Source: an optimization exercise on an open RTL-to-GDS flow (aim: small area, a short achievable clock period and few clock cycles). Production flows keep margins and buffers that such runs may drop.
Function was checked by simulation only, so behaviour that the tests miss may differ from the original.
Power figures rest on the tool's default switching activity, not on a simulated workload.

File: flow/config.mk
export PLATFORM = sky130hd
export DESIGN_NAME = lsu_top
export DESIGN_NICKNAME = lsu_top
export VERILOG_FILES = /design/flow/design.v
export SDC_FILE = /design/flow/constraint.sdc
export NUM_CORES = 4
export LEC_CHECK = 0
export ABC_AREA = 1
export CAP_MARGIN = 20
export CORE_MARGIN = 2
export CORE_UTILIZATION = 40
export CTS_CLUSTER_DIAMETER = 100
export CTS_CLUSTER_SIZE = 28
export SETUP_SLACK_MARGIN = 2.7
export SLEW_MARGIN = 75
File: flow/constraint.sdc
create_clock -name core_clock -period 5.0 [get_ports {clk_i}]
set_input_delay 1.0000 -clock core_clock [delete_from_list [all_inputs] [get_ports {clk_i}]]
set_output_delay 1.0000 -clock core_clock [all_outputs]
set_load 0.01 [all_outputs]
File: flow/design.v
package isa_pkg;
    typedef enum logic [6:0] {
        OP_LOAD  = 7'b0000011,
        OP_STORE = 7'b0100011
    } opcode_e;
    typedef enum logic [2:0] {
        F3_B  = 3'b000,
        F3_H  = 3'b001,
        F3_W  = 3'b010,
        F3_BU = 3'b100,
        F3_HU = 3'b101
    } funct3_e;
endpackage
package lsu_pkg;
    typedef enum logic [1:0] {
        SIZE_B = 2'd0,
        SIZE_H = 2'd1,
        SIZE_W = 2'd2
    } acc_size_e;
    typedef struct packed {
        logic                     is_load;
        logic                     is_signed;
        acc_size_e                size;
        logic [8-1:0] addr;
        logic [3:0]               wmask;
        logic [32-1:0]     wdata;
    } lsu_entry_t;
    typedef enum logic {
        ISSUE_IDLE = 1'b0,
        ISSUE_WAIT = 1'b1
    } issue_state_e;
endpackage
module lsu_top (
    input  logic                 clk_i,
    input  logic                 rst_n_i,
    input  logic                 req_i,
    output logic                 ack_o,
    input  logic [32-1:0] inst_i,
    input  logic [32-1:0] rs1_i,
    input  logic [32-1:0] rs2_i,
    output logic                 wb_valid_o,
    output logic [32-1:0] wb_data_o,
    output logic                 fault_o
);
    localparam int AW    = 8;
    localparam int WORDS = 2 ** (AW - 2);
    logic          ack_q;
    logic          fault_q;
    logic          ld_q;
    logic [7:0]    st_hi_q;
    logic [7:0]    lo_q [4];
    logic [7:0]    hi_q;
    logic [3:0]    offd_q;
    logic [2:0]    f3_q;
    logic [31:0]   wdata_q;
    logic          wb_valid_q;
    logic [31:0]   wb_data_q;
    logic          is_load;
    logic          is_store;
    logic [2:0]    funct3;
    logic [AW-1:0] imm;
    logic          f3_ok;
    logic          aligned;
    logic          legal;
    logic          accept;
    logic [7:0]    lo_sel;
    logic [7:0]    hi_sel;
    assign is_load  = inst_i[6:0] == isa_pkg::OP_LOAD;
    assign is_store = inst_i[6:0] == isa_pkg::OP_STORE;
    assign funct3   = inst_i[14:12];
    assign imm = {inst_i[AW+19:25], inst_i[5] ? inst_i[11:7] : inst_i[24:20]};
    function automatic logic [7:0] onehot_sum(input logic [2:0] x, input logic [2:0] y,
                                              input logic c);
        logic [7:0] dx;
        logic [7:0] dy;
        logic [7:0] r;
        dx = 8'b1 << x;
        dy = 8'b1 << y;
        for (int k = 0; k < 8; k++) begin
            r[k] = 1'b0;
            for (int j = 0; j < 8; j++) begin
                r[k] = r[k] | (dx[j] & dy[(k - j) & 7]);
            end
        end
        onehot_sum = c ? {r[6:0], r[7]} : r;
    endfunction
    logic [AW-1:0] a;
    logic [AW-1:0] b;
    logic [AW-1:0] g;
    logic [AW-1:0] p;
    logic          c2;
    logic          c5;
    assign a  = rs1_i[AW-1:0];
    assign b  = imm;
    assign g  = a & b;
    assign p  = a | b;
    assign c2 = g[1] | (p[1] & g[0]);
    assign c5 = g[4] | (p[4] & g[3]) | (p[4] & p[3] & g[2]) | (p[4] & p[3] & p[2] & g[1])
              | (p[4] & p[3] & p[2] & p[1] & g[0]);
    assign lo_sel = onehot_sum(a[4:2], b[4:2], c2);
    assign hi_sel = onehot_sum(a[AW-1:5], b[AW-1:5], c5);
    logic [3:0] offd;
    logic [3:0] da;
    logic [3:0] db;
    logic [3:0] need;
    always_comb begin
        da = 4'b1 << a[1:0];
        db = 4'b1 << b[1:0];
        for (int l = 0; l < 4; l++) begin
            offd[l] = 1'b0;
            for (int j = 0; j < 4; j++) begin
                offd[l] = offd[l] | (da[j] & db[(l - j) & 3]);
            end
        end
        for (int l = 0; l < 4; l++) begin
            case (funct3[1:0])
                2'b00:   need[l] = offd[l];
                2'b01:   need[l] = offd[l & 2];
                default: need[l] = 1'b1;
            endcase
        end
    end
    always_comb begin
        case (funct3)
            3'b000, 3'b001, 3'b010: f3_ok = 1'b1;
            3'b100, 3'b101:         f3_ok = is_load;
            default:                f3_ok = 1'b0;
        endcase
        case (funct3[1:0])
            2'b01:   aligned = a[0] == b[0];
            2'b10:   aligned = (a[0] == b[0]) && (b[1] == (a[1] ^ a[0]));
            default: aligned = 1'b1;
        endcase
    end
    assign legal  = (is_load || is_store) && f3_ok && aligned;
    assign accept = req_i && !ack_q;
    always_ff @(posedge clk_i) begin
        if (!rst_n_i) begin
            ack_q      <= 1'b0;
            fault_q    <= 1'b0;
            ld_q       <= 1'b0;
            st_hi_q    <= '0;
            wb_valid_q <= 1'b0;
        end else begin
            ack_q      <= req_i;
            fault_q    <= accept && !legal;
            ld_q       <= accept && legal && is_load;
            st_hi_q    <= hi_sel & {8{accept && legal && is_store}};
            wb_valid_q <= ld_q;
        end
    end
    always_ff @(posedge clk_i) begin
        for (int l = 0; l < 4; l++) begin
            lo_q[l] <= lo_sel & {8{need[l]}};
        end
        hi_q    <= hi_sel;
        offd_q  <= offd;
        f3_q    <= funct3;
        wdata_q <= rs2_i;
    end
    logic [31:0] wdata;
    always_comb begin
        case (f3_q[1:0])
            2'b00:   wdata = {4{wdata_q[7:0]}};
            2'b01:   wdata = {2{wdata_q[15:0]}};
            default: wdata = wdata_q;
        endcase
    end
    logic [31:0] mem [WORDS];
    for (genvar w = 0; w < WORDS; w++) begin : g_word
        for (genvar b = 0; b < 4; b++) begin : g_byte
            logic we;
            assign we = st_hi_q[w / 8] & lo_q[b][w % 8];
            always_ff @(posedge clk_i) begin
                if (we) begin
                    mem[w][8*b +: 8] <= wdata[8*b +: 8];
                end
            end
        end
    end
    logic [7:0] grpb [8][4];
    logic [7:0] hs0  [4];
    logic [7:0] ss1  [4];
    logic [7:0] ss23 [4];
    logic       is_b;
    logic       is_w;
    logic       sgn;
    logic       off_hi;
    logic [7:0] sg1;
    logic [7:0] sg23;
    logic [31:0] ext;
    assign is_b   = f3_q[1:0] == 2'b00;
    assign is_w   = f3_q[1];
    assign sgn    = ~f3_q[2];
    assign off_hi = offd_q[2] | offd_q[3];
    logic [7:0]  tk;
    logic [3:0]  tl;
    logic [3:0]  t0;
    logic [7:0]  th;
    logic [7:0]  lw [4];
    logic        fill1;
    logic        fill23;
    always_comb begin
        for (int h = 0; h < 8; h++) begin
            for (int l = 0; l < 4; l++) begin
                for (int i = 0; i < 8; i++) begin
                    for (int k = 0; k < 8; k++) begin
                        tk[k] = mem[h*8+k][8*l+i] & lo_q[l][k];
                    end
                    grpb[h][l][i] = |tk;
                end
            end
        end
        for (int l = 0; l < 4; l++) begin
            hs0[l]  = hi_q & {8{offd_q[l]}};
            ss1[l]  = hs0[l] & {8{sgn & is_b}};
            ss23[l] = is_b ? hs0[l] & {8{sgn}} :
                      ((l == 1) ? hi_q & {8{~off_hi & sgn & ~is_w}} :
                       (l == 3) ? hi_q & {8{off_hi & sgn & ~is_w}} : 8'h00);
        end
        for (int h = 0; h < 8; h++) begin
            for (int l = 0; l < 4; l++) begin
                tl[l] = grpb[h][l][7] & ss1[l][h];
            end
            sg1[h] = |tl;
            for (int l = 0; l < 4; l++) begin
                tl[l] = grpb[h][l][7] & ss23[l][h];
            end
            sg23[h] = |tl;
        end
        for (int l = 0; l < 4; l++) begin
            for (int i = 0; i < 8; i++) begin
                for (int h = 0; h < 8; h++) begin
                    th[h] = grpb[h][l][i] & hi_q[h];
                end
                lw[l][i] = |th;
            end
        end
        fill1  = |sg1;
        fill23 = |sg23;
        for (int i = 0; i < 8; i++) begin
            for (int l = 0; l < 4; l++) begin
                t0[l] = lw[l][i] & offd_q[l];
            end
            ext[i]      = |t0;
            ext[8 + i]  = (lw[1][i] & ~off_hi & ~is_b) | (lw[3][i] & off_hi & ~is_b) | fill1;
            ext[16 + i] = (lw[2][i] & is_w) | fill23;
            ext[24 + i] = (lw[3][i] & is_w) | fill23;
        end
    end
    always_ff @(posedge clk_i) begin
        wb_data_q <= ext;
    end
    assign ack_o      = ack_q;
    assign fault_o    = fault_q;
    assign wb_valid_o = wb_valid_q;
    assign wb_data_o  = wb_data_q;
endmodule
File: flow/run.sh
#!/bin/bash
# synth_recipe.tcl (not shown) runs the flow's synth.tcl, then flattens the netlist and writes it again
# the make line also repeats each setting of config.mk as NAME=value (left out here)
make -C /OpenROAD-flow-scripts/flow DESIGN_CONFIG=/design/flow/config.mk WORK_HOME=/design/flow/orfs CLKGATE_MAP_FILE= SYNTH_SCRIPT=/design/flow/synth_recipe.tcl finish
==> metrics.yaml, run 1 <==
min_path:
  hp-class: "reg -> reg"
  holdPathStages: 2
  hp-start: "ld_q"
  holdPathEnd: "wb_valid_q"
floorplanning:
  fp.dieW_um: 472
  core_um2: 217000
  fp.dieH_um: 472
  die_area_um2: 223000
  num_rows: 171
  ioPinCount: 134
  initial_core_util_pct: 40.3
detailed_routing:
  via_count: 55400
  ant_nets: 0
  drc: 0
  vias_per_cell: 4.94
  drt_iter0_markers: 5277
  wire_per_inst_um: 20.7
  routed_wl_um: 233000
  drtPass1Iterations: 8
sta:
  setup_viol: 0
  hold_viol: 0
  slew_headroom_pct: 73.2
  setup_tns_ns: 0
  fmax_mhz: 426
  maxSlewViolCount: 0
  min_period_over_period_pct: 47.0
  skew_ns: 0.0476
  rsz0062_at_grt: "true"
  min_period_ns: 2.35
  worstMarginPinSlew_ns: 0.401
placed_design:
  io_buffers: 100
  place_congestion: 0.882
  dp_hpwl_um: 154000
  dpl-instance-area_um2: 93900
synth:
  yosysSeqAreaShare_pct: 73.1
  synthesis.nets: 8281
  synth-seq-cells: 2171
  yosys_warnings: 8
  synth.top_cell.area_share_pct: 70.3
  synth_area_um2: 87500
  synth_cells: 8174
  synth_area_leader_cell: "edfxtp_1"
  syn_area_per_cell_um2: 10.7
  ys_top_cells_by_area: "edfxtp_1 (70%), nand2_1 (19%), nor2_1 (3.1%)"
  ys_types: 33
worst_setup_path:
  path_cells: "buf_6"
  timing.rr.start: "lo_q[1][4]"
  cp_num_buf_inv: 1
  cpPeakStageDelay_ns: 0.42
  cp_slowest_cell: "dfxtp_4"
  timing.rr.end: "wb_data_q[0]"
  worstSetupPathType: "reg -> out"
  rr_worst_depth: 13
  ff2ff_setup_slack_ns: 2.74
  crit_path_end_kind: "output pin"
  worstPathRequired_ns: 4.00
  critPathLaunchType: "register"
  cp_top_family: "flip-flops"
  worstPathArrival_ns: 1.35
  path_max_fanout: 1
global_routing:
  grt_pass1_vias: 52300
  grt_max_degree: 52
  grt.total_usage_pct: 20.3
  grt_pass1_wl_um: 339000
  grt.overflow.total: 0
  antenna_found_initial: 5
layout:
  layout_common_cells: "nand2_1 (4,259), edfxtp_1 (2,048), nor2_1 (666), inv_1 (152), inv_2 (129)"
  post-route-cell-area_um2: 98300
  syn_to_final_growth_pct: 12.4
  nNetsFinal: 8410
  layout_commonest_cell: "nand2_1"
  layout-drive-gt1-share_pct: 9.98
clock_tree:
  numCtsBuffers: 93
  root_buffer: "clkbuf_16"
  htree_levels: 3
  cts_sinks: 2171
  clkLatencyLatePin_ns: 0.81
  clk_pin_slew_worst_paths_ns: 0.11
  clock_path_buffers: 3
  cts_tree: "done"
run_status:
  outcome: "complete, no violations"
power:
  power.density_nw_per_um2: 366
  p_leak_nw: 38.9
  peakVddDrop_uv: 326
run:
  cap_violations: 0
==> worst max path at each step <==
stage / from / to / slack [ns] / cells after the start
after global routing: wb_data_q[15] / wb_data_o[15] / 2.63 / 1
after detailed placement: rs1_i[4] / lo_q[2][4] / 1.80 / 9
after CTS: wb_data_q[26] / wb_data_o[26] / 2.61 / 1
final: wb_data_q[15] / wb_data_o[15] / 2.65 / 1
after floorplan: f3_q[1] / mem[0][10] / 2.01 / 5
after global placement: inst_i[5] / lo_q[2][7] / 1.40 / 14
==> cells in the mapped netlist <==
cell and count:
nor3_1 33, a21oi_4 1, o21ai_4 1, dfxtp_1 123, o2111ai_1 1, nor2_2 5, nor3_4 1, inv_6 1
clkbuf_1 39, nand2_1 4325, inv_2 13, buf_4 7, inv_4 1, buf_2 258, nand2_4 2, nor2_1 714
nand4_1 23, a21oi_1 23, nand2_2 6, buf_6 5, nor2_4 5, edfxtp_1 2048, inv_1 334, o22ai_1 2
buf_1 31, ha_1 8, o211ai_1 11, nand3_2 1, nor3_2 8, nand3_1 93, a22oi_1 4, o21ai_1 9
o21ai_0 38
==> metal layers <==
| layer | track usage (%) | wire, um | up-vias |
|---|---|---|---|
| li1 | - | - | 26700 |
| met1 | 27.4 | 97500 | 26900 |
| met2 | 34.7 | 114000 | 1614 |
| met3 | 2.01 | 12700 | 270 |
| met4 | 6.56 | 8110 | 0 |
| met5 | 0 | 0 | - |
==> flip-flops by register name, summed over array words and instances, names as in the netlist, 3 cells and up <==
| name | count |
|---|---|
| st_hi_q | 8 |
| offd_q | 4 |
| hi_q | 8 |
| f3_q | 3 |
| lo_q | 32 |
| mem | 2048 |
| wb_data_q | 32 |
| wdata_q | 32 |
==> power breakdown <==
part / total, mW / switching [mW] / internal (mW)
Clock: 9.41 / 5.65 / 3.77
Sequential: 20.6 / 0.398 / 20.2
Combinational: 5.93 / 4.07 / 1.86
==> final cells by class <==
| cell class | count | area, um2 |
|---|---|---|
| repair buffers | 371 | 4890 |
| inverters | 349 | 1330 |
| diodes | 2 | 5.00 |
| well taps | 2854 | 3570 |
| flip-flops and latches | 2171 | 64200 |
| fillers | 19800 | 119000 |
| multi-input cells | 5317 | 21400 |
| clock buffers | 135 | 2570 |
| clock inverters | 23 | 295 |
==> cells by family after synthesis <==
family / share of synthesized area (%)
flops: 73.1
fa+ha+maj: 0.114
compound gates: 0.591
simple gates: 22.8
buf+inv: 3.41
==> through the flow <==
| step | std cells | power [mW] | setup slack, ns | hold slack (ns) | util (%) |
|---|---|---|---|---|---|
| after floorplan | 8174 | 23.7 | 2.01 | 0.390 | - |
| after CTS | 11200 | 35.9 | 2.61 | 0.406 | 44.7 |
| after detailed placement | 11000 | 26.5 | 1.80 | 0.412 | 43.2 |
| after global routing | 11200 | 37.2 | 2.63 | 0.397 | 45.2 |
| final | 11200 | 35.9 | 2.65 | 0.422 | 45.2 |
| after global placement | 10900 | 26.1 | 1.40 | 0.412 | 42.1 |
==> what timing repair did <==
item | 4_1_cts | 5_1_grt
gates resized for setup | 276 | 109
setup endpoints to repair | 96 | 206
buffers inserted | 7 | 32
pin swaps | 11 | 33
hold buffers | 0 | 0
gates cloned | 1 | 10
Testbench counts, summed over its fixed seeds: cycles 32,000.
==> run 2: changes to the inputs <==
--- a/flow/config.mk
+++ b/flow/config.mk
@@ -8,3 +8,3 @@
 export ABC_AREA = 1
-export CAP_MARGIN = 20
+export CAP_MARGIN = 40
 export CORE_MARGIN = 2
@@ -12,4 +12,4 @@
 export CTS_CLUSTER_DIAMETER = 100
-export CTS_CLUSTER_SIZE = 28
+export CTS_CLUSTER_SIZE = 25
 export SETUP_SLACK_MARGIN = 2.7
-export SLEW_MARGIN = 75
+export SLEW_MARGIN = 60
==> run 2 against run 1 <==
  * Still clean
  * Fmax grew 0.26%
  * Synthesized cell count is the same
  * First-iteration DRC count grew 2.3%
  * Routed wire length grew 0.44%
  * Clock power grew 4.4%
  * Die area is the same
  * Critical path type unchanged
  * Largest cell class unchanged
==> metrics.yaml, run 2 <==
run_status:
  outcome: "complete, no violations"  # unchanged
worst_setup_path:
  crit_path_end_kind: "output pin"  # unchanged
  cp_slowest_cell: "dfxtp_4"  # unchanged
  path_max_fanout: 1  # unchanged
  cpPeakStageDelay_ns: 0.41  # was 0.42 ns
  critPathLaunchType: "register"  # unchanged
  worstPathRequired_ns: 4.00  # about the same
  ff2ff_setup_slack_ns: 2.72  # was 2.74 ns
  worstPathArrival_ns: 1.34  # was 1.35 ns
  cp_top_family: "flip-flops"  # unchanged
  worstSetupPathType: "reg -> out"  # unchanged
  cp_num_buf_inv: 1  # unchanged
  path_cells: "buf_6"  # unchanged
synth:
  synth_edf_count: 2048  # unchanged
  synth.top_cell.area_share_pct: 70.3  # unchanged
  synth_area_leader_cell: "edfxtp_1"  # unchanged
  yosysSeqAreaShare_pct: 73.1  # unchanged
  ys_top_cells_by_area: "edfxtp_1 (70%), nand2_1 (19%), nor2_1 (3.1%)"  # unchanged
  yosys_warnings: 8  # unchanged
  yosysMostFrequentCell: "nand2_1"  # unchanged
  synth-seq-cells: 2171  # unchanged
  synth_flop_cell: "edfxtp_1"  # unchanged
  synth_cells: 8174  # unchanged
  synth_area_um2: 87500  # unchanged
  synthTopCellsByCount: "nand2_1 (4,325), edfxtp_1 (2,048), nor2_1 (714)"  # unchanged
  synthArstFlopShare_pct: 0  # unchanged
  syn_area_per_cell_um2: 10.7  # unchanged
  ys_types: 33  # unchanged
  synthesis.nets: 8281  # unchanged
layout:
  syn_to_final_growth_pct: 10.1  # was 12.4%
  regArea_um2: 64200  # about the same
  largest_reg_flops: 2048  # unchanged
  regMostFlops: "mem"  # unchanged
  multi_input_area_um2: 21100  # was 21,400 um2
  nNetsFinal: 8313  # was 8,410
  final_util_pct: 44.3  # was 45.2%
  nFillCells: 20000  # was 19,800
  layout_common_cells: "nand2_1 (4,280), edfxtp_1 (2,048), nor2_1 (689), inv_1 (332), clkbuf_16 (106)"  # was nand2_1 (4,259), edfxtp_1 (2,048), nor2_1 (666), inv_1 (152), inv_2 (129)
  layout_commonest_cell: "nand2_1"  # unchanged
  layout-drive-gt1-share_pct: 6.78  # was 9.98%
sta:
  setup_tns_ns: 0  # unchanged
  min_period_over_period_pct: 46.8  # was 47.0%
  skew_ns: 0.0547  # was 0.0476 ns
  worst_slack_ns: 2.66  # was 2.65 ns
  maxSlewViolCount: 0  # unchanged
  min_period_ns: 2.34  # was 2.35 ns
  slew_headroom_pct: 61.2  # was 73.2%
  worstMarginPinSlew_ns: 0.581  # was 0.401 ns
  setup_viol: 0  # unchanged
  rsz0062_at_grt: "true"  # unchanged
  fmax_mhz: 427  # was 426 MHz
  hold_viol: 0  # unchanged
floorplanning:
  fp.dieW_um: 472  # unchanged
  fp.dieH_um: 472  # unchanged
  initial_core_util_pct: 40.3  # unchanged
  ioPinCount: 134  # unchanged
  die_area_um2: 223000  # unchanged
  num_rows: 171  # unchanged
  core_um2: 217000  # unchanged
global_routing:
  antenna_found_initial: 4  # was 5
  grt_pass1_wl_um: 338000  # was 339,000 um
  grt.overflow.total: 0  # unchanged
  grt_pass1_vias: 52100  # was 52,300
  grt_max_degree: 73  # was 52
  grt.total_usage_pct: 20.3  # about the same
clock_tree:
  htree_levels: 3  # unchanged
  clock_path_buffers: 3  # unchanged
  numCtsBuffers: 103  # was 93
  clk_pin_slew_worst_paths_ns: 0.09  # was 0.11 ns
  cts_tree: "done"  # unchanged
  root_buffer: "clkbuf_16"  # unchanged
  clkLatencyLatePin_ns: 0.82  # was 0.81 ns
  cts_sinks: 2171  # unchanged
detailed_routing:
  via_count: 55200  # was 55,400
  drc: 0  # unchanged
  vias_per_cell: 4.96  # was 4.94
  routed_wl_um: 234000  # was 233,000 um
  ant_nets: 0  # unchanged
  drtPass1Iterations: 5  # was 8
  drt_iter0_markers: 5398  # was 5,277
  wire_per_inst_um: 21.0  # was 20.7 um
power:
  power.density_nw_per_um2: 373  # was 366 nW/um2
  p_sw_share_pct: 28.4  # was 28.1%
  intPower_mw: 25.7  # was 25.8 mW
  seq_power_share_pct: 57.7  # was 57.3%
  p_leak_nw: 38.9  # about the same
  p_comb_share_pct: 15.0  # was 16.5%
  p_sw_mw: 10.2  # was 10.1 mW
  peakVddDrop_uv: 347  # was 326 uV
  p_clk_share_pct: 27.3  # was 26.2%
min_path:
  hp-class: "reg -> reg"  # unchanged
placed_design:
  place_congestion: 0.882  # unchanged
  io_buffers: 100  # unchanged
  place_worst_setup_slack_ns: 1.44  # was 1.80 ns
  dp_hpwl_um: 145000  # was 154,000 um
run:
  cap_violations: 0  # unchanged
-- run 2: cell types whose count changed in the layout (fill, tap and decap cells not counted), moves of 17 or more --
cell / delta
inv_1: +180
inv_2: -116
clkinv_1: -63
buf_8: -53
buf_12: -27
nor2_1: +23
nand2_1: +21
buf_16: -20
buf_2: -17
-- run 2: worst paths after layout --
check	from	to	depth (start not counted)
worst max-delay path	wb_data_q[26]	wb_data_o[26]	1
worst max register to register	f3_q[1]	mem[16][14]	6
worst min register to register	ld_q	wb_valid_q	2
worst min-delay path	ld_q	wb_valid_q	2
-- run 2: logic make-up (layout without fill, tap and decap cells) --
logic type      count (synthesis)  after routing  synth area share [%]
buf+inv                       689            793                  3.41
other cells                     0              2                     0
flops                        2171           2171                  73.1
compound gates                 90             90                 0.591
fa+ha+maj                       8              8                 0.114
simple gates                 5216           5217                  22.8
-- run 2: repair_timing --
item / CTS / global route
endpoints found under the setup margin: 180 / 139
hold buffers: 0 / 0
setup buffers: 6 / 44
resized for setup: 292 / 78
gates cloned: 0 / 2
pin swaps: 3 / 16
-- run 2: layout make-up --
type	instances	share of cell area [%]
antenna	2	0.00519
sequential	2171	66.6
clock buffer	153	2.87
timing repair buffer	266	3.14
inverter	349	1.38
clock inverter	25	0.366
tap	2854	3.71
multi-input combinational	5315	21.9
-- run 2: metal layers --
layer	GRT usage, %	vias to the layer above	wire [um]
met5	0	-	0
met4	6.84	0	8120
met3	1.93	260	12700
met2	34.6	1549	115000
met1	27.2	27000	98000
li1	-	26400	-
-- run 2: worst reg2reg max path, cell delays in order (launching register included) --
cell and delay [ns]:
dfxtp_2 0.36, nor2_4 0.18, buf_6 0.20, buf_6 0.22
nand2_1 0.31, nand2_4 0.37, buf_6 0.40
-- run 2: power groups by stage --
stage                     Clock (mW)  Sequential (mW)  Combinational (mW)
final                           9.82             20.7                5.40
after global routing            10.6             20.7                5.89
after CTS                       10.0             20.8                5.17
after detailed placement           0             21.1                5.05
after global placement             0             21.2                4.93
after floorplan                    0             20.7                2.97
-- run 2: per-stage QoR --
| stage | hold slack [ns] | total power, mW | instances | area, um2 |
|---|---|---|---|---|
| finish | 0.427 | 35.9 | 11100 | 96400 |
| global route | 0.453 | 37.2 | 11100 | 96400 |
| CTS | 0.430 | 36.0 | 11100 | 95500 |
| detailed placement | 0.412 | 26.2 | 10900 | 92000 |
| floorplan | 0.390 | 23.7 | 8174 | 87600 |
| global placement | 0.412 | 26.1 | 10900 | 91500 |
==> run 3: changes to the inputs <==
--- a/flow/config.mk
+++ b/flow/config.mk
@@ -8,3 +8,3 @@
 export ABC_AREA = 1
-export CAP_MARGIN = 40
+export CAP_MARGIN = 20
 export CORE_MARGIN = 2
@@ -13,3 +13,3 @@
 export CTS_CLUSTER_SIZE = 25
-export SETUP_SLACK_MARGIN = 2.7
+export SETUP_SLACK_MARGIN = 2.65
 export SLEW_MARGIN = 60
==> run 3 against run 2 <==
  * Still clean
  * Design area fell by 0.31%
  * Count of clock-buffer cells in the layout unchanged
  * Clock power about the same
  * Flip-flop and latch count did not move
==> metrics.yaml, run 3 <==
run_status:
  outcome: "complete, no violations"  # unchanged
placed_design:
  dp_hpwl_um: 145000  # unchanged
  place_congestion: 0.882  # unchanged
  io_buffers: 100  # unchanged
clock_tree:
  cts_tree: "done"  # unchanged
  root_buffer: "clkbuf_16"  # unchanged
  cts_sinks: 2171  # unchanged
  clk_pin_slew_worst_paths_ns: 0.09  # about the same
  numCtsBuffers: 103  # unchanged
  htree_levels: 3  # unchanged
  ctsHoldBuffers: 0  # unchanged
  clkLatencyLatePin_ns: 0.82  # about the same
  clock_path_buffers: 3  # unchanged
sta:
  hold_viol: 0  # unchanged
  maxSlewViolCount: 0  # unchanged
  rsz0062_at_grt: "true"  # unchanged
  worstMarginPinSlew_ns: 0.580  # was 0.581 ns
  skew_ns: 0.0543  # was 0.0547 ns
  fmax_mhz: 428  # was 427 MHz
  min_period_over_period_pct: 46.7  # was 46.8%
  slew_headroom_pct: 61.3  # was 61.2%
  setup_viol: 0  # unchanged
  min_period_ns: 2.34  # about the same
  setup_tns_ns: 0  # unchanged
synth:
  synth_area_um2: 87500  # unchanged
  synth_area_leader_cell: "edfxtp_1"  # unchanged
  synth_flop_cell: "edfxtp_1"  # unchanged
  synth_top_family_by_area: "simple AND/OR/NAND/NOR gates"  # unchanged
  ys_top_cells_by_area: "edfxtp_1 (70%), nand2_1 (19%), nor2_1 (3.1%)"  # unchanged
  synth_cells: 8174  # unchanged
  synth_edf_count: 2048  # unchanged
  synthTopCellsByCount: "nand2_1 (4,325), edfxtp_1 (2,048), nor2_1 (714)"  # unchanged
  synth_fa_ha_area_share_pct: 0.114  # unchanged
  synth.top_cell.area_share_pct: 70.3  # unchanged
  synthesis.nets: 8281  # unchanged
  ys_types: 33  # unchanged
  synth-simple-area-share_pct: 22.8  # unchanged
  synthMuxAreaShare_pct: 0  # unchanged
  yosysSeqAreaShare_pct: 73.1  # unchanged
  synth-compound-area-share_pct: 0.591  # unchanged
  yosysMostFrequentCell: "nand2_1"  # unchanged
  yosys_warnings: 8  # unchanged
  syn_area_per_cell_um2: 10.7  # unchanged
  synth-seq-cells: 2171  # unchanged
  synthArstFlopShare_pct: 0  # unchanged
  synth-xor-area-share_pct: 0  # unchanged
run:
  cap_violations: 0  # unchanged
layout:
  layout_commonest_cell: "nand2_1"  # unchanged
  nNetsFinal: 8292  # was 8,313
  layout-drive-gt1-share_pct: 6.41  # was 6.78%
  largest_reg_flops: 2048  # unchanged
  syn_to_final_growth_pct: 9.79  # was 10.1%
  layout_common_cells: "nand2_1 (4,289), edfxtp_1 (2,048), nor2_1 (690), inv_1 (332), clkbuf_16 (105)"  # was nand2_1 (4,280), edfxtp_1 (2,048), nor2_1 (689), inv_1 (332), clkbuf_16 (106)
  regMostFlops: "mem"  # unchanged
worst_setup_path:
  cp_num_buf_inv: 1  # unchanged
  cp_top_family: "flip-flops"  # unchanged
  critPathLaunchType: "register"  # unchanged
  path_max_fanout: 1  # unchanged
  cp_slowest_cell: "dfxtp_4"  # unchanged
  crit_path_end_kind: "output pin"  # unchanged
  worstPathArrival_ns: 1.34  # about the same
  cpPeakStageDelay_ns: 0.41  # about the same
  worstPathRequired_ns: 4.00  # about the same
  ff2ff_setup_slack_ns: 2.74  # was 2.72 ns
  worstSetupPathType: "reg -> out"  # unchanged
  path_cells: "buf_6"  # unchanged
global_routing:
  grt_max_degree: 73  # unchanged
  grt_pass1_vias: 52000  # was 52,100
  grt.overflow.total: 0  # unchanged
  grt.total_usage_pct: 20.3  # about the same
  grt_pass1_wl_um: 338000  # about the same
  antenna_found_initial: 4  # unchanged
floorplanning:
  fp.dieW_um: 472  # unchanged
  num_rows: 171  # unchanged
  initial_core_util_pct: 40.3  # unchanged
  fp.dieH_um: 472  # unchanged
  die_area_um2: 223000  # unchanged
  core_um2: 217000  # unchanged
  ioPinCount: 134  # unchanged
power:
  power_mw: 35.8  # was 35.9 mW
  p_leak_nw: 38.8  # was 38.9 nW
  power.density_nw_per_um2: 373  # about the same
  peakVddDrop_uv: 349  # was 347 uV
detailed_routing:
  wire_per_inst_um: 20.8  # was 21.0 um
  routed_wl_um: 232000  # was 234,000 um
  ant_nets: 0  # unchanged
  drtPass1Iterations: 6  # was 5
  via_count: 55100  # was 55,200
  vias_per_cell: 4.95  # was 4.96
  drt_iter0_markers: 5276  # was 5,398
  drc: 0  # unchanged
min_path:
  hp-class: "reg -> reg"  # unchanged
run 3: cell families (layout without fill, tap and decap cells):
logic type	count (synthesis)	count (layout)
compound gates	90	90
fa+ha+maj	8	8
buf+inv	689	773
flops	2171	2171
other cells	0	2
simple gates	5216	5216
run 3: final cells by class:
class                   instances  area, um2
clock inverters                25        353
multi-input cells            5314      21000
inverters                     349       1330
well taps                    2854       3570
flip-flops and latches       2171      64200
clock buffers                 153       2770
diodes                          2       5.00
repair buffers                246       2790
fillers                     20100     121000
run 3: repair_timing:
action | 4_1_cts | 5_1_grt
gates resized for setup | 273 | 68
setup buffers | 6 | 24
cloned | 0 | 1
pin swaps | 3 | 15
endpoints found under the setup margin | 180 | 86
run 3: routing by layer:
layer | global-route usage [%] | vias to the layer above | wire length, um
li1 | - | 26400 | -
met1 | 27.2 | 26800 | 96900
met2 | 34.6 | 1591 | 114000
met3 | 1.93 | 261 | 12900
met4 | 6.83 | 0 | 8310
met5 | 0 | - | 0
run 3: stage by stage:
stage	instance area (um2)	util [%]	instances	setup slack (ns)	hold slack, ns
final	96100	44.2	11100	2.66	0.427
after global routing	96100	44.2	11100	2.63	0.453
after CTS	95400	43.9	11100	2.59	0.430
after detailed placement	92000	42.3	10900	1.44	0.412
after global placement	91500	42.1	10900	1.40	0.412
after floorplan	87600	-	8174	2.01	0.390
run 3: worst paths after layout:
path	startpoint	end	cells past startpoint
hold reg to reg	ld_q	wb_valid_q	2
setup reg to reg	lo_q[1][3]	wb_data_q[1]	11
setup / recovery	wb_data_q[15]	wb_data_o[15]	1
hold / removal	ld_q	wb_valid_q	2
run 3: report_power, final:
group          switching (mW)  total (mW)  internal [mW]
clock                    5.82        9.81           3.99
combinational            3.79        5.29           1.50
sequential              0.540        20.8           20.2
==> run 4: changes to the inputs <==
--- a/flow/config.mk
+++ b/flow/config.mk
@@ -13,3 +13,3 @@
 export CTS_CLUSTER_SIZE = 25
-export SETUP_SLACK_MARGIN = 2.65
+export SETUP_SLACK_MARGIN = 2.8
 export SLEW_MARGIN = 60
==> run 4 against run 3 <==
  * Still clean on timing, DRC and antenna
  * Count of clock-buffer cells in the layout is 12 higher
  * Flip-flop and latch count stayed put
  * Via count is 3.3% higher
  * Routed wire length is 7.0% higher
  * Non-clock buffer count is 161 higher
  * Die area stayed put
  * Register-to-register slack worse by 0.03 ns
  * Combinational power is 22% higher
  * Synthesized cell count stayed put
  * Utilization is 1.5 points higher
  * Total power is 2.5% higher
  * Largest cell class unchanged
==> metrics.yaml, run 4 <==
run_status:
  outcome: "complete, no violations"  # unchanged
clock_tree:
  clk_pin_slew_worst_paths_ns: 0.10  # was 0.09 ns
  cts_sinks: 2171  # unchanged
  clkLatencyLatePin_ns: 0.80  # was 0.82 ns
  root_buffer: "clkbuf_16"  # unchanged
  htree_levels: 3  # unchanged
  clock_path_buffers: 3  # unchanged
  cts_tree: "done"  # unchanged
  numCtsBuffers: 100  # was 103
sta:
  maxSlewViolCount: 0  # unchanged
  setup_tns_ns: 0  # unchanged
  rsz0062_at_grt: "true"  # unchanged
  slew_headroom_pct: 57.4  # was 61.3%
  setup_viol: 0  # unchanged
  min_period_ns: 2.34  # about the same
  fmax_mhz: 428  # about the same
  min_period_over_period_pct: 46.8  # was 46.7%
  skew_ns: 0.0478  # was 0.0543 ns
  worstMarginPinSlew_ns: 0.639  # was 0.580 ns
  hold_viol: 0  # unchanged
global_routing:
  grt_max_degree: 65  # was 73
  grt.total_usage_pct: 21.0  # was 20.3%
  grt_pass1_vias: 52900  # was 52,000
  grt.overflow.total: 0  # unchanged
  grt_pass1_wl_um: 348000  # was 338,000 um
  antenna_found_initial: 1  # was 4
detailed_routing:
  wire_per_inst_um: 22.0  # was 20.8 um
  routed_wl_um: 248000  # was 232,000 um
  wl_met3_um: 17000  # was 12,900 um
  top_layer: "met4"  # unchanged
  vias_per_cell: 5.04  # was 4.95
  met2_wirelength_um: 119000  # was 114,000 um
  ant_nets: 0  # unchanged
  via_count: 56900  # was 55,100
  drtPass1Iterations: 6  # unchanged
  m1WireLength_um: 101000  # was 96,900 um
  drc: 0  # unchanged
  drt_iter0_markers: 5722  # was 5,276
run:
  cap_violations: 0  # unchanged
synth:
  synthTopCellsByCount: "nand2_1 (4,325), edfxtp_1 (2,048), nor2_1 (714)"  # unchanged
  synth_edf_count: 2048  # unchanged
  yosys_warnings: 8  # unchanged
  synth_area_leader_cell: "edfxtp_1"  # unchanged
  yosysMostFrequentCell: "nand2_1"  # unchanged
  synth.top_cell.area_share_pct: 70.3  # unchanged
  ys_top_cells_by_area: "edfxtp_1 (70%), nand2_1 (19%), nor2_1 (3.1%)"  # unchanged
  synth-seq-cells: 2171  # unchanged
  synth_cells: 8174  # unchanged
  ys_types: 33  # unchanged
  syn_area_per_cell_um2: 10.7  # unchanged
  synthesis.nets: 8281  # unchanged
  synth_area_um2: 87500  # unchanged
  yosysSeqAreaShare_pct: 73.1  # unchanged
  synth_flop_cell: "edfxtp_1"  # unchanged
  synthArstFlopShare_pct: 0  # unchanged
min_path:
  holdPathEnd: "wb_valid_q"  # unchanged
  hp-start: "ld_q"  # unchanged
  holdPathStages: 2  # unchanged
  hp-class: "reg -> reg"  # unchanged
worst_setup_path:
  timing.rr.start: "lo_q[1][7]"  # was lo_q[1][3]
  path_max_fanout: 1  # unchanged
  cpPeakStageDelay_ns: 0.42  # was 0.41 ns
  worstPathRequired_ns: 4.00  # about the same
  rr_worst_depth: 13  # was 11
  timing.rr.end: "wb_data_q[7]"  # was wb_data_q[1]
  worstSetupPathType: "reg -> out"  # unchanged
  path_cells: "buf_6"  # unchanged
  cp_slowest_cell: "dfxtp_4"  # unchanged
  ff2ff_setup_slack_ns: 2.71  # was 2.74 ns
  cp_num_buf_inv: 1  # unchanged
  worstPathArrival_ns: 1.34  # about the same
  cp_top_family: "flip-flops"  # unchanged
  crit_path_end_kind: "output pin"  # unchanged
  critPathLaunchType: "register"  # unchanged
layout:
  fin_cells: 11300  # was 11,100
  nFillCells: 19700  # was 20,100
  largest_reg_flops: 2048  # unchanged
  regMostFlops: "mem"  # unchanged
  layout_common_cells: "nand2_1 (4,201), edfxtp_1 (2,048), nor2_1 (605), inv_1 (328), buf_4 (141)"  # was nand2_1 (4,289), edfxtp_1 (2,048), nor2_1 (690), inv_1 (332), clkbuf_16 (105)
  syn_to_final_growth_pct: 13.6  # was 9.79%
  layout_commonest_cell: "nand2_1"  # unchanged
  layout-drive-gt1-share_pct: 10.5  # was 6.41%
  final_util_pct: 45.7  # was 44.2%
  nNetsFinal: 8455  # was 8,292
floorplanning:
  fp.dieW_um: 472  # unchanged
  initial_core_util_pct: 40.3  # unchanged
  core_um2: 217000  # unchanged
  die_area_um2: 223000  # unchanged
  fp.dieH_um: 472  # unchanged
  ioPinCount: 134  # unchanged
  num_rows: 171  # unchanged
placed_design:
  io_buffers: 100  # unchanged
  placed_cells: 10900  # unchanged
  place_congestion: 0.896  # was 0.882
  dp_hpwl_um: 146000  # was 145,000 um
power:
  power.density_nw_per_um2: 370  # was 373 nW/um2
  p_leak_nw: 40.3  # was 38.8 nW
  peakVddDrop_uv: 275  # was 349 uV
[run 4: per-layer routing]
metal	vias up	global-route usage (%)
li1	26800	-
met1	27800	27.7
met2	2006	35.1
met3	372	2.65
met4	0	9.01
met5	-	0
[run 4: final cells by class]
cell class                      instances  area, um2  area share, %
Antenna cell                            1       2.50        0.00252
Clock buffer                          165       2860           2.88
Clock inverter                         14        165          0.166
Inverter                              349       1340           1.35
Multi-Input combinational cell       5318      21900           22.1
Sequential cell                      2171      64200           64.6
Tap cell                             2854       3570           3.59
Timing Repair Buffer                  407       5290           5.32
Timing Repair inverter                  1       7.51        0.00755
[run 4: cell families after synthesis]
| kind of cell | count (synthesis) | share of synthesized area (%) |
|---|---|---|
| AO/OA/AOI/OAI | 90 | 0.591 |
| adder cells (fa/ha/maj) | 8 | 0.114 |
| buffers and inverters | 689 | 3.41 |
| flip-flops | 2171 | 73.1 |
| AND/OR/NAND/NOR | 5216 | 22.8 |
[run 4: repair_timing]
| action | 4_1_cts | 5_1_grt |
|---|---|---|
| cloned | 10 | 26 |
| endpoints found under the setup margin | 724 | 115 |
| pin swaps | 30 | 75 |
| hold buffers | 0 | 0 |
| buffers inserted | 75 | 84 |
| resized for setup | 429 | 261 |
[run 4: power by group]
group	leakage, nW	internal [mW]	switching (mW)	total (mW)
Clock	1.45	4.01	5.65	9.66
Combinational	19.3	2.09	4.37	6.46
Sequential	19.6	20.2	0.439	20.6
Total	40.3	26.3	10.5	36.7
[run 4: worst max-delay path by stage]
stage / depth (start not counted) / slack, ns / endpoint / from
global route: 1 / 2.64 / wb_data_o[14] / wb_data_q[14]
finish: 1 / 2.66 / wb_data_o[14] / wb_data_q[14]
CTS: 1 / 2.61 / wb_data_o[14] / wb_data_q[14]
global placement: 14 / 1.18 / st_hi_q[2] / inst_i[5]
detailed placement: 14 / 1.18 / st_hi_q[2] / inst_i[5]
floorplan: 4 / 2.11 / mem[0][24] / f3_q[1]
[run 4: metrics by stage]
| step | power (mW) | hold slack, ns | setup WS, ns | area, um2 |
|---|---|---|---|---|
| final | 36.7 | 0.427 | 2.66 | 99400 |
| after global routing | 38.0 | 0.469 | 2.64 | 99400 |
| after CTS | 36.2 | 0.430 | 2.61 | 97000 |
| after detailed placement | 26.1 | 0.412 | 1.18 | 92000 |
| after global placement | 26.0 | 0.404 | 1.18 | 91400 |
| after floorplan | 23.7 | 0.390 | 2.11 | 87600 |
==> run 5: changes to the inputs <==
--- a/flow/design.v
+++ b/flow/design.v
@@ -52,3 +52,5 @@
     logic [7:0]    hi_q;
+    logic [7:0]    hil_q [4];
     logic [3:0]    offd_q;
+    logic [3:0]    offb_q;
     logic [2:0]    f3_q;
@@ -102,2 +104,3 @@
     logic [3:0] offd;
+    logic [3:0] offb;
     logic [3:0] da;
@@ -112,2 +115,8 @@
                 offd[l] = offd[l] | (da[j] & db[(l - j) & 3]);
+            end
+        end
+        for (int l = 0; l < 4; l++) begin
+            offb[l] = 1'b0;
+            for (int j = 0; j < 4; j++) begin
+                offb[l] = offb[l] | (db[j] & da[(l - j) & 3]);
             end
@@ -156,3 +165,7 @@
         hi_q    <= hi_sel;
+        for (int l = 0; l < 4; l++) begin
+            hil_q[l] <= hi_sel & {8{need[l]}};
+        end
         offd_q  <= offd;
+        offb_q  <= offb;
         f3_q    <= funct3;
@@ -233,3 +246,3 @@
                 for (int h = 0; h < 8; h++) begin
-                    th[h] = grpb[h][l][i] & hi_q[h];
+                    th[h] = grpb[h][l][i] & hil_q[l][h];
                 end
@@ -242,3 +255,3 @@
             for (int l = 0; l < 4; l++) begin
-                t0[l] = lw[l][i] & offd_q[l];
+                t0[l] = lw[l][i] & offb_q[l];
             end
--- a/flow/config.mk
+++ b/flow/config.mk
@@ -13,3 +13,3 @@
 export CTS_CLUSTER_SIZE = 25
-export SETUP_SLACK_MARGIN = 2.8
-export SLEW_MARGIN = 60
+export SETUP_SLACK_MARGIN = 2.6
+export SLEW_MARGIN = 20
==> run 5 against run 4 <==
  * Critical path type is now reg -> reg
  * Highest routed layer is now met5
  * Utilization fell by 1.6 points
  * Clock skew fell by 0.0067 ns
  * Combinational power fell by 28%
  * Still clean on timing, DRC and antenna
  * Count of clock-buffer cells in the layout rose by 7
  * Sequential share of layout area rose by 2.3 points
  * Global-route usage fell by 0.43 points
==> metrics.yaml, run 5 <==
detailed_routing:
  routed_wl_um: 237000  # was 248,000 um
  drt_iter0_markers: 5898  # was 5,722
  drc: 0  # unchanged
  vias_per_cell: 4.93  # was 5.04
  via_count: 55800  # was 56,900
  ant_nets: 0  # unchanged
  drtPass1Iterations: 6  # unchanged
  wire_per_inst_um: 21.0  # was 22.0 um
floorplanning:
  ioPinCount: 134  # unchanged
  fp.dieW_um: 474  # was 472 um
  num_rows: 172  # was 171
  core_um2: 220000  # was 217,000 um2
  die_area_um2: 225000  # was 223,000 um2
  fp.dieH_um: 474  # was 472 um
  initial_core_util_pct: 40.2  # was 40.3%
sta:
  slew_headroom_pct: 22.9  # was 57.4%
  min_period_over_period_pct: 48.2  # was 46.8%
  setup_tns_ns: 0  # unchanged
  hold_ws_ns: 0.446  # was 0.427 ns
  maxSlewViolCount: 0  # unchanged
  min_period_ns: 2.41  # was 2.34 ns
  skew_ns: 0.0411  # was 0.0478 ns
  fmax_mhz: 415  # was 428 MHz
  setup_viol: 0  # unchanged
  rsz0062_at_grt: "true"  # unchanged
  hold_viol: 0  # unchanged
  worstMarginPinSlew_ns: 1.16  # was 0.639 ns
synth:
  synth_area_leader_cell: "edfxtp_1"  # unchanged
  ys_types: 40  # was 33
  yosys_warnings: 9  # was 8
  yosysSeqAreaShare_pct: 73.1  # about the same
  synth-seq-cells: 2207  # was 2,171
  synthTopCellsByCount: "nand2_1 (4,291), edfxtp_1 (2,048), nor2_1 (692)"  # was nand2_1 (4,325), edfxtp_1 (2,048), nor2_1 (714)
  ys_top_cells_by_area: "edfxtp_1 (69%), nand2_1 (18%), dfxtp_1 (3.6%)"  # was edfxtp_1 (70%), nand2_1 (19%), nor2_1 (3.1%)
  synth_area_um2: 88500  # was 87,500 um2
  synth.top_cell.area_share_pct: 69.5  # was 70.3%
  synthArstFlopShare_pct: 0  # unchanged
  synth_flop_cell: "edfxtp_1"  # unchanged
  synth_edf_count: 2048  # unchanged
  synth_cells: 8239  # was 8,174
  syn_area_per_cell_um2: 10.7  # about the same
  yosysMostFrequentCell: "nand2_1"  # unchanged
  synthesis.nets: 8346  # was 8,281
clock_tree:
  root_buffer: "clkbuf_16"  # unchanged
  clock_path_buffers: 3  # unchanged
  cts_sinks: 2207  # was 2,171
  cts_tree: "done"  # unchanged
  clk_pin_slew_worst_paths_ns: 0.10  # about the same
  numCtsBuffers: 102  # was 100
  htree_levels: 3  # unchanged
  clkLatencyLatePin_ns: 0.79  # was 0.80 ns
  ctsHoldBuffers: 0  # unchanged
worst_setup_path:
  cp_common_cell: "nand2_1"
  critPathLaunchType: "register"  # unchanged
  crit_path_end_kind: "register"  # was output pin
  cp_num_buf_inv: 1  # unchanged
  cp_top_family: "simple AND/OR/NAND/NOR gates"  # was flip-flops
  cpPeakStageDelay_ns: 0.43  # was 0.42 ns
  worstSetupPathType: "reg -> reg"  # was reg -> out
  cp_slowest_cell: "dfxtp_4"  # unchanged
  worstPathRequired_ns: 5.55  # was 4.00 ns
  worstPathArrival_ns: 2.96  # was 1.34 ns
  path_cells: "buf_6, nand2_1, nand2_1, nor2_1, nand2_1, nand2_1, nand2_1, nor2_1, nand2_1, nand2_1, nand4_1"  # was buf_6
  path_max_fanout: 27  # was 1
layout:
  nFillCells: 20300  # was 19,700
  largest_reg_flops: 2048  # unchanged
  regMostFlops: "mem"  # unchanged
  layout_commonest_cell: "nand2_1"  # unchanged
  nNetsFinal: 8369  # was 8,455
  layout_common_cells: "nand2_1 (4,238), edfxtp_1 (2,048), nor2_1 (679), inv_1 (338), nand3_1 (115)"  # was nand2_1 (4,201), edfxtp_1 (2,048), nor2_1 (605), inv_1 (328), buf_4 (141)
  syn_to_final_growth_pct: 9.54  # was 13.6%
  layout-drive-gt1-share_pct: 6.65  # was 10.5%
power:
  peakVddDrop_uv: 296  # was 275 uV
  p_leak_nw: 39.1  # was 40.3 nW
  power_mw: 35.5  # was 36.7 mW
  power.density_nw_per_um2: 366  # was 370 nW/um2
global_routing:
  gr-usage-met3_pct: 2.73  # was 2.65%
  grt_pass1_vias: 52200  # was 52,900
  grt_pass1_wl_um: 343000  # was 348,000 um
  grt.total_usage_pct: 20.6  # was 21.0%
  grt.overflow.total: 0  # unchanged
  grt_util_met1_pct: 27.6  # was 27.7%
  grt_max_degree: 73  # was 65
  grt.busiest_layer: "met2"  # unchanged
  grt_util_met2_pct: 34.3  # was 35.1%
  antenna_found_initial: 14  # was 1
run:
  cap_violations: 0  # unchanged
placed_design:
  io_buffers: 100  # unchanged
  place_congestion: 0.887  # was 0.896
  dp_hpwl_um: 147000  # was 146,000 um
min_path:
  hp-class: "reg -> reg"  # unchanged
run_status:
  outcome: "complete, no violations"  # unchanged
run 5: what timing repair did:
item	CTS	global route
gates cloned	8	0
pin swaps	22	6
endpoints found under the setup margin	1507	255
gates resized for setup	290	68
buffers inserted	42	18
endpoints found under the hold margin	0	0
run 5: final timing paths:
| kind | slack, ns | start | end | cells past startpoint |
|---|---|---|---|---|
| max | 2.59 | lo_q[1][0] | wb_data_q[2] | 11 |
| min | 0.45 | ld_q | wb_valid_q | 2 |
| max reg2reg | 2.59 | lo_q[1][0] | wb_data_q[2] | 11 |
| min reg2reg | 0.45 | ld_q | wb_valid_q | 2 |
run 5: kinds of logic (layout without fill, tap and decap cells):
| kind of cell | Yosys count | in the layout | synth area share [%] |
|---|---|---|---|
| AND/OR/NAND/NOR | 5210 | 5215 | 22.6 |
| AO/OA/AOI/OAI | 112 | 115 | 0.748 |
| buffers and inverters | 702 | 797 | 3.43 |
| adder cells (fa/ha/maj) | 8 | 8 | 0.113 |
| flip-flops | 2207 | 2207 | 73.1 |
| other | 0 | 9 | 0 |
run 5: worst min-delay path, delay by kind of cell (launching register included):
kind | cells | cell delay, ns
buffers and inverters | 1 | 0.03
flip-flops | 1 | 0.32
AND/OR/NAND/NOR | 1 | 0.06
run 5: cell type report:
class / count / area [um2] / area share (%)
antenna: 9 / 22.5 / 0.0232
sequential: 2207 / 64900 / 66.9
timing repair buffer: 252 / 2490 / 2.57
multi-input combinational: 5338 / 21400 / 22.1
inverter: 361 / 1370 / 1.41
tap: 2958 / 3700 / 3.82
clock buffer: 172 / 2870 / 2.96
clock inverter: 12 / 175 / 0.181
run 5: stage by stage:
stage | instances | worst slack (ns) | cell area, um2 | utilization [%]
after floorplan | 8239 | 1.90 | 88700 | -
after global placement | 11000 | 1.17 | 92600 | 42.1
after detailed placement | 11000 | 1.19 | 92600 | 42.1
after CTS | 11300 | 2.57 | 96500 | 43.9
after global routing | 11300 | 2.55 | 97000 | 44.1
final | 11300 | 2.59 | 97000 | 44.1
run 5: per-layer routing:
metal / up-vias / part of all wire (%)
met2: 1706 / 48
met5: - / 0.0051
met4: 2 / 4.0
li1: 26700 / -
met3: 321 / 6.1
met1: 27100 / 42
run 5: where the power goes:
part           switching (mW)  internal (mW)
logic                    3.39           1.27
registers               0.586           20.5
clock network            5.73           4.02
total                    9.71           25.8
Testbench counts of run 5, summed over its fixed seeds: cycles 32,000.
==> run 6: changes to the inputs <==
--- a/flow/config.mk
+++ b/flow/config.mk
@@ -7,3 +7,2 @@
 export LEC_CHECK = 0
-export ABC_AREA = 1
 export CAP_MARGIN = 20
@@ -14,2 +13,2 @@
 export SETUP_SLACK_MARGIN = 2.6
-export SLEW_MARGIN = 20
+export SLEW_MARGIN = 75
==> run 6 against run 5 <==
  * Flip-flop and latch count unchanged
  * Still clean on timing, DRC and antenna
  * Worst hold slack got worse by 0.0071 ns
  * Routed wire length decreased by 6.4%
  * Register-to-register slack got worse by 0.30 ns
  * Total power decreased by 3.9%
  * Critical path type unchanged
  * Global-route usage increased by 0.45 points
  * Cell count decreased by 32%
  * Sequential share of layout area increased by 2.4 points
  * Largest power group unchanged
==> metrics.yaml, run 6 <==
run_status:
  outcome: "complete, no violations"  # unchanged
clock_tree:
  htree_levels: 3  # unchanged
  clk_pin_slew_worst_paths_ns: 0.10  # about the same
  cts_tree: "done"  # unchanged
  cts_sinks: 2207  # unchanged
  clkLatencyLatePin_ns: 0.78  # was 0.79 ns
  clock_path_buffers: 3  # unchanged
  root_buffer: "clkbuf_16"  # unchanged
  ctsHoldBuffers: 0  # unchanged
  numCtsBuffers: 99  # was 102
detailed_routing:
  drc: 0  # unchanged
  drtPass1Iterations: 6  # unchanged
  ant_nets: 0  # unchanged
  vias_per_cell: 5.94  # was 4.93
  wire_per_inst_um: 28.8  # was 21.0 um
  drt_iter0_markers: 5470  # was 5,898
  via_count: 45900  # was 55,800
  routed_wl_um: 222000  # was 237,000 um
layout:
  largest_reg_flops: 2048  # unchanged
  nFillCells: 16900  # was 20,300
  layout-drive-gt1-share_pct: 23.8  # was 6.65%
  layout_commonest_cell: "edfxtp_1"  # was nand2_1
  regMostFlops: "mem"  # unchanged
  nNetsFinal: 5081  # was 8,369
  layout_common_cells: "edfxtp_1 (2,048), a22oi_1 (1,042), nand4_1 (289), and2_2 (255), buf_4 (184)"  # was nand2_1 (4,238), edfxtp_1 (2,048), nor2_1 (679), inv_1 (338), nand3_1 (115)
  syn_to_final_growth_pct: 16.0  # was 9.54%
  final_util_pct: 46.8  # was 44.1%
  multi_input_area_um2: 16900  # was 21,400 um2
  regArea_um2: 64900  # about the same
  fin_cells: 7716  # was 11,300
synth:
  synth.top_cell.area_share_pct: 76.1  # was 69.5%
  synth_area_leader_cell: "edfxtp_1"  # unchanged
  synth-seq-cells: 2207  # unchanged
  ys_top_cells_by_area: "edfxtp_1 (76%), a22oi_1 (11%), dfxtp_1 (3.9%)"  # was edfxtp_1 (69%), nand2_1 (18%), dfxtp_1 (3.6%)
  synth_area_um2: 80800  # was 88,500 um2
  synthesis.nets: 4800  # was 8,346
  yosysMostFrequentCell: "edfxtp_1"  # was nand2_1
  synthArstFlopShare_pct: 0  # unchanged
  synth_edf_count: 2048  # unchanged
  syn_area_per_cell_um2: 17.2  # was 10.7 um2
  synth_flop_cell: "edfxtp_1"  # unchanged
  synth_cells: 4693  # was 8,239
  ys_types: 66  # was 40
  yosysSeqAreaShare_pct: 80.1  # was 73.1%
  synthTopCellsByCount: "edfxtp_1 (2,048), a22oi_1 (1,160), nand4_1 (289)"  # was nand2_1 (4,291), edfxtp_1 (2,048), nor2_1 (692)
  yosys_warnings: 9  # unchanged
sta:
  fmax_mhz: 369  # was 415 MHz
  setup_tns_ns: 0  # unchanged
  min_period_over_period_pct: 54.3  # was 48.2%
  rsz0062_at_grt: "true"  # unchanged
  slew_headroom_pct: 69.2  # was 22.9%
  worstMarginPinSlew_ns: 0.461  # was 1.16 ns
  hold_viol: 0  # unchanged
  skew_ns: 0.0445  # was 0.0411 ns
  hold_ws_ns: 0.439  # was 0.446 ns
  maxSlewViolCount: 0  # unchanged
  min_period_ns: 2.71  # was 2.41 ns
  setup_viol: 0  # unchanged
worst_setup_path:
  cp_slowest_cell: "dfxtp_4"  # unchanged
  cp_top_family: "buffers and inverters"  # was simple AND/OR/NAND/NOR gates
  critPathLaunchType: "register"  # unchanged
  cp_num_buf_inv: 5  # was 1
  worstSetupPathType: "reg -> reg"  # unchanged
  worstPathRequired_ns: 5.65  # was 5.55 ns
  worstPathArrival_ns: 3.36  # was 2.96 ns
  crit_path_end_kind: "register"  # unchanged
  path_cells: "buf_8, buf_8, a22oi_2, nand4_1, buf_6, a32oi_2, nand2_1, a221oi_2, nor4b_4, buf_6, buf_12, nand3_2"  # was buf_6, nand2_1, nand2_1, nor2_1, nand2_1, nand2_1, nand2_1, nor2_1, nand2_1, nand2_1, nand4_1
  cpPeakStageDelay_ns: 0.42  # was 0.43 ns
  path_max_fanout: 16  # was 27
floorplanning:
  ioPinCount: 134  # unchanged
  core_um2: 200000  # was 220,000 um2
  num_rows: 164  # was 172
  initial_core_util_pct: 40.3  # was 40.2%
  fp.dieW_um: 453  # was 474 um
  fp.dieH_um: 453  # was 474 um
  die_area_um2: 206000  # was 225,000 um2
placed_design:
  placed_cells: 7372  # was 11,000
  io_buffers: 100  # unchanged
  place_congestion: 0.866  # was 0.887
  dp_hpwl_um: 143000  # was 147,000 um
power:
  p_sw_mw: 8.33  # was 9.71 mW
  seq_power_share_pct: 60.7  # was 59.4%
  p_comb_share_pct: 11.6  # was 13.1%
  p_clk_share_pct: 27.8  # was 27.5%
  intPower_mw: 25.8  # about the same
  peakVddDrop_uv: 282  # was 296 uV
  p_sw_share_pct: 24.4  # was 27.3%
  p_leak_nw: 29.0  # was 39.1 nW
  power.density_nw_per_um2: 364  # was 366 nW/um2
global_routing:
  grt.overflow.total: 0  # unchanged
  grt_pass1_vias: 44800  # was 52,200
  grt_pass1_wl_um: 320000  # was 343,000 um
  grt.total_usage_pct: 21.1  # was 20.6%
  grt_max_degree: 65  # was 73
  antenna_found_initial: 10  # was 14
run:
  cap_violations: 0  # unchanged
min_path:
  hp-class: "reg -> reg"  # unchanged
==> run 6: changes by cell type after synthesis, moves of 54 or more <==
cell / delta
inv_1: -321
and2_1: +255
nor2_1: -600
nand2_1: -4225
buf_1: +54
a22oi_1: +1145
nand4_1: +254
nand3_1: -87
clkbuf_1: +206
buf_2: -253
==> run 6: path summary, 6_finish.rpt <==
path | start | endpoint | slack (ns) | cells after the start
setup / recovery | lo_q[2][1] | wb_data_q[30] | 2.29 | 12
hold / removal | ack_q | fault_q | 0.44 | 1
setup reg to reg | lo_q[2][1] | wb_data_q[30] | 2.29 | 12
hold reg to reg | ack_q | fault_q | 0.44 | 1
==> run 6: kinds of logic after synthesis <==
kind of cell | share of synthesized area, %
buffers and inverters | 1.71
muxes | 0.593
adders and majority gates | 0.178
and+or+nand+nor | 5.60
xor gates and xnor gates | 0.0650
AOI/OAI and AO/OA | 11.8
DFF | 80.1
==> run 6: final cells by class <==
cell class / count / share of cell area (%)
flip-flops and latches: 2207 / 69.3
multi-input cells: 2127 / 18.0
clock buffers: 173 / 3.01
repair buffers: 520 / 5.90
diodes: 7 / 0.0187
inverters: 19 / 0.0895
well taps: 2656 / 3.55
clock inverters: 7 / 0.124
==> run 6: per-stage QoR <==
stage | setup WS (ns) | cell area [um2] | power [mW]
global route | 2.22 | 93700 | 35.1
CTS | 2.34 | 92300 | 34.0
detailed placement | 0.816 | 87500 | 24.4
finish | 2.29 | 93700 | 34.1
floorplan | 1.71 | 81000 | 22.5
global placement | 0.801 | 85100 | 24.1
==> run 6: power by group through the flow <==
stage,Combinational [mW],Clock [mW],Sequential [mW]
final,3.94,9.46,20.7
after global routing,4.13,10.2,20.7
after CTS,3.68,9.64,20.7
after detailed placement,3.33,0,21.1
after global placement,2.86,0,21.3
after floorplan,1.58,0,20.9
==> run 6: metal layers <==
layer / routed length, um / share of wire [%] / track usage, % / vias to the layer above
met3: 16300 / 7.3 / 3.17 / 302
met1: 91600 / 41 / 29.1 / 23900
li1: - / - / - / 19800
met2: 105000 / 47 / 33.8 / 1849
met5: 22 / 0.0099 / 0 / -
met4: 8750 / 3.9 / 7.71 / 6
==> run 6: worst register-to-register path: cells and delay by family (launching register included) <==
family                 cells  cell delay (ns)
and+or+nand+nor            4             0.61
AOI/OAI and AO/OA          3             0.66
buffers and inverters      5             0.89
DFF                        1             0.42
==> run 6: what timing repair did <==
| item | in CTS | in global routing |
|---|---|---|
| pin swaps | 117 | 102 |
| endpoints found under the setup margin | 147 | 106 |
| setup buffers | 91 | 44 |
| resized for setup | 348 | 178 |
| cloned | 9 | 1 |

==> what the ideal ports hide <==
Ports are ideal in the flow. The routed layouts listed here were re-timed in OpenROAD. Step 1: set_driving_cell puts a clkbuf_16 on clk_i and a buf_2 on each other input, an assumption about the parent block. Step 2 moves the port delays by t, midway between the first and last clock arrival at a register: inputs arrive t later, outputs are due t later. That takes back most of the time a late clock gives input paths. a / b / c = ideal / step 1 / step 2; a / b = the first two.
run	t (ns)	slack for setup (ns)	clock arrival spread, ns
run 1	0.865	2.652 / 2.570 / 1.953	0.048 / 0.047
run 2	0.889	2.658 / 2.561 / 2.004	0.063 / 0.063
run 3	0.885	2.664 / 2.568 / 1.963	0.061 / 0.061
run 4	0.865	2.661 / 2.569 / 2.032	0.055 / 0.055
run 5	0.849	2.589 / 2.525 / 1.696	0.044 / 0.044
run 6	0.854	2.287 / 2.287 / 1.586	0.050 / 0.050
After both steps every run listed still meets setup and hold. The setup slack of run 5, which loses most, moves by -0.064 ns with the drivers and by -0.893 ns with both steps.
